Background: an optimization exercise with open tools, aiming at small area, a short achievable clock period and few clock cycles per item. Do not read the settings as production practice. At most, simulation tests tie the RTL to the original design; equivalence was not proved.

==> nickel <==
Design asin_iter, start of the top module:
module asin_iter (
    input  logic        clk,
    input  logic        rst,
    input  logic        start,
    input  logic [31:0] x,
    output logic        busy,
    output logic        done,
    output logic [31:0] asin,
    output logic        sat
);
    localparam int ITERS = 9;   
    typedef enum logic [1:0] {IDLE, TAB, PA, PB} state_t;
    state_t             state;
    logic [3:0]         it;
    logic               sat_r;
    logic signed [17:0] xr;       
    logic signed [17:0] m;        
    logic               e;        
    logic [16:0]        am;       
    logic [18:0]        am3;      
    logic               mneg;     
    logic [19:0]        sin;      
    logic [17:0]        p3r;      
    localparam logic signed [17:0] T1 = 18'sd0;
    localparam logic [16:0] t2_0 = 17'd84730;
    localparam logic [16:0] t2_1 = 17'd46342;
    function automatic logic [15:0] t3_0(input logic [0:0] i);
        case (i)
  ...
==> flow/config.mk <==
export PLATFORM = sky130hd
export DESIGN_NAME = asin_iter
export DESIGN_NICKNAME = asin_iter
export VERILOG_FILES = /design/flow/design.v
export SDC_FILE = /design/flow/constraint.sdc
export NUM_CORES = 4
export LEC_CHECK = 0
export ABC_AREA = 1
export CAP_MARGIN = 20
export CORE_MARGIN = 2
export CORE_UTILIZATION = 40
export CTS_CLUSTER_DIAMETER = 25
export CTS_CLUSTER_SIZE = 10
export SLEW_MARGIN = 20
==> flow/constraint.sdc <==
create_clock -name core_clock -period 130.0 [get_ports {clk}]
set_input_delay 26.0000 -clock core_clock [delete_from_list [all_inputs] [get_ports {clk}]]
set_output_delay 26.0000 -clock core_clock [all_outputs]
set_load 0.01 [all_outputs]
standard.sh (not shown) runs the stock make flow with config.mk's settings and CLKGATE_MAP_FILE= SYNTH_SCRIPT=/design/flow/synth_recipe.tcl, a recipe that flattens the netlist after the stock synthesis.
==> flow/flow/run.sh <==
#!/bin/bash
# The standard layout, except that between synthesis and floorplan the netlist's
# full adders are re-polarised by fixinv.py to drop inverters between them
# (a full adder is self-dual). Each step logs to a file of its own here.
set -euo pipefail
R=orfs/results/${FLOW_PLATFORM}/asin_iter/base
bash standard.sh synth > synth.log 2>&1
cp "$R/1_2_yosys.v" yosys_netlist_before_fixinv.v
python3 flow/fixinv.py "$R/1_2_yosys.v" > fixinv.log 2>&1
rm -f "$R/1_synth.odb" "$R/1_synth.sdc"
bash standard.sh finish > layout.log 2>&1
Other scripts of this flow, unchanged in this note and not shown: flow/flow/fixinv.py
==> juniper (differences from nickel) <==
Settings changed: CORE_UTILIZATION 40 to 50.
==> impl_metrics.env <==
export IMPL_place_inst=8686
export IMPL_cp_depth=116
export IMPL_timing_max_slew_rel_slack=0.1662
export IMPL_outcome="finished clean"
export IMPL_post_drt_via_cell_ratio=6.879
export IMPL_cp_buffers_inverters=18
export IMPL_number_of_rows_in_the_core_area=121
export IMPL_start_util=0.5035
export IMPL_worstSetupStartpoint="am[8]$_DFFE_PP_"
export IMPL_finClkSkew_ns=0.03159
export IMPL_routedLengthMet1_mm=95.08
export IMPL_postRouteWirelength_mm=267.3
export IMPL_global_route_usage_met2=0.6935
export IMPL_max_stage_delay_ns=0.73
That was juniper.
==> impl_metrics.env <==
export IMPL_outcome="finished clean"
export IMPL_detail_route_antenna_nets=0
export IMPL_worstSetupStartpoint="am[11]$_DFFE_PP_"
export IMPL_post_drt_via_cell_ratio=6.602
export IMPL_number_of_rows_in_the_core_area=135
export IMPL_place_inst=9061
export IMPL_global_route_usage_met2=0.5320
export IMPL_cp_buffers_inverters=16
export IMPL_max_stage_delay_ns=0.75
export IMPL_cp_depth=112
export IMPL_start_util=0.4035
export IMPL_routedLengthMet1_mm=108.7
That was nickel.
Testbench counts of nickel, summed over its fixed seeds: cycles 18,918, items 1,024.
Testbench counts of juniper, summed over its fixed seeds: cycles 18,918, items 1,024.

========
==> run R <==
asin_iter, a different RTL version from the one above (not shown whole).
Design asin_iter, start of the top module:
module asin_iter (
    input  logic        clk,
    input  logic        rst,
    input  logic        start,
    input  logic [31:0] x,
    output logic        busy,
    output logic        done,
    output logic [31:0] asin,
    output logic        sat
);
    localparam int ITERS = 9;   
    typedef enum logic [1:0] {IDLE, TAB, PA, PB} state_t;
    state_t             state;
    logic [3:0]         it;
    logic               sat_r;
    logic [31:0]        xr;
    logic signed [17:0] lo, hi, m;
    logic [16:0]        am;       
    logic               mneg;     
    logic [19:0]        sin;      
    logic [17:0]        p3r;      
    localparam logic signed [17:0] T1 = 18'sd0;
    localparam logic signed [17:0] t2_0 = -18'sd46342;
    localparam logic signed [17:0] t2_1 = 18'sd46342;
    function automatic logic signed [17:0] t3_0(input logic [0:0] i);
        case (i)
            1'd0: t3_0 = -18'sd60548;
            1'd1: t3_0 = 18'sd25080;
            default: t3_0 = '0;
        endcase
    endfunction
    function automatic logic signed [17:0] t3_1(input logic [0:0] i);
        case (i)
            1'd0: t3_1 = -18'sd25080;
            1'd1: t3_1 = 18'sd60548;
            default: t3_1 = '0;
        endcase
    endfunction
    function automatic logic signed [17:0] t4_0(input logic [1:0] i);
        case (i)
            2'd0: t4_0 = -18'sd64277;
            2'd1: t4_0 = -18'sd36410;
            2'd2: t4_0 = 18'sd12786;
            2'd3: t4_0 = 18'sd54492;
            default: t4_0 = '0;
        endcase
    endfunction
    function automatic logic signed [17:0] t4_1(input logic [1:0] i);
        case (i)
            2'd0: t4_1 = -18'sd54492;
            2'd1: t4_1 = -18'sd12786;
            2'd2: t4_1 = 18'sd36410;
            2'd3: t4_1 = 18'sd64277;
            default: t4_1 = '0;
        endcase
    endfunction
    function automatic logic signed [17:0] t5_0(input logic [2:0] i);
        case (i)
            3'd0: t5_0 = -18'sd65220;
            3'd1: t5_0 = -18'sd57798;
            3'd2: t5_0 = -18'sd41576;
            3'd3: t5_0 = -18'sd19024;
            3'd4: t5_0 = 18'sd6424;
            3'd5: t5_0 = 18'sd30894;
            3'd6: t5_0 = 18'sd50661;
            3'd7: t5_0 = 18'sd62714;
  ...
==> flow/config.mk <==
export PLATFORM = sky130hd
export DESIGN_NAME = asin_iter
export DESIGN_NICKNAME = asin_iter
export VERILOG_FILES = /design/flow/design.v
export SDC_FILE = /design/flow/constraint.sdc
export NUM_CORES = 4
export LEC_CHECK = 0
export CAP_MARGIN = 20
export CORE_MARGIN = 2
export CORE_UTILIZATION = 40
export SLEW_MARGIN = 20
==> flow/constraint.sdc <==
create_clock -name core_clock -period 130.0 [get_ports {clk}]
set_input_delay 26.0000 -clock core_clock [delete_from_list [all_inputs] [get_ports {clk}]]
set_output_delay 26.0000 -clock core_clock [all_outputs]
set_load 0.01 [all_outputs]
run.sh (not shown) runs the stock make flow with config.mk's settings and CLKGATE_MAP_FILE= SYNTH_SCRIPT=/design/flow/synth_recipe.tcl, a recipe that flattens the netlist after the stock synthesis.
Stock flow here: none of the scripts above is used.
==> run Y (differences from run R) <==
--- a/flow/config.mk
+++ b/flow/config.mk
@@ -7,5 +7,6 @@
 export LEC_CHECK = 0
 export CAP_MARGIN = 20
 export CORE_MARGIN = 2
-export CORE_UTILIZATION = 40
+export CORE_UTILIZATION = 60
+export PLACE_DENSITY = 0.75
 export SLEW_MARGIN = 20
==> metrics.md <==
| Metric | Value |
|---|---|
| Fin crit period | 30.03 ns |
| Metal-1 WL | 96.6 mm |
| Non-Clock Buffer Count | 314 |
| Avg Vias per Cell | 6.55 |
| GRT Overall Usage | 0.467 |
| Layout Utilization | 0.634 |
| Seq/total area | 0.0600 |
| Outcome | complete, no violations |
| Area occupied by multi-input gates | 59400 um2 |
(the above is from run Y)
==> metrics.md <==
| Metric | Value |
|---|---|
| Outcome | complete, no violations |
| Fin crit period | 30.38 ns |
| Avg Vias per Cell | 5.90 |
| Netlist cell types | 113 |
| Metal-1 WL | 110 mm |
| Area occupied by multi-input gates | 59400 um2 |
| GRT Overall Usage | 0.317 |
| Layout Utilization | 0.429 |
| Seq/total area | 0.0592 |
(the above is from run R)
Function was not checked in any run of this note: the RTL went through the layout flow alone.

[static timing again, ports no longer ideal]
In the flow no input, the clock included, has a driving cell. The finished layouts below were timed again as built, in two steps.
Step 1 assumes that a clkbuf_16 drives the clock port and a buf_2 every other input.
Step 2 adds t to the input delays and takes it off the output delays; t is the mean of the earliest and latest rising clock arrival at the registers after step 1. Input paths then give back, and output paths get back, about the clock's delay inside the block.
a / b / c = ideal / step 1 / step 2; a / b = the first two.
run | t, ns | slack for setup (ns) | slew at the worst register clock pin (ns)
nickel | 0.494 | 101.253 / 101.253 / 101.253 | 0.10 / 0.10
juniper | 0.488 | 101.115 / 101.115 / 101.115 | 0.11 / 0.11
run R | 0.569 | 99.617 / 99.617 / 99.617 | 0.10 / 0.10
run Y | 0.581 | 99.965 / 99.965 / 99.965 | 0.09 / 0.09
After both steps every run listed still meets setup and hold.
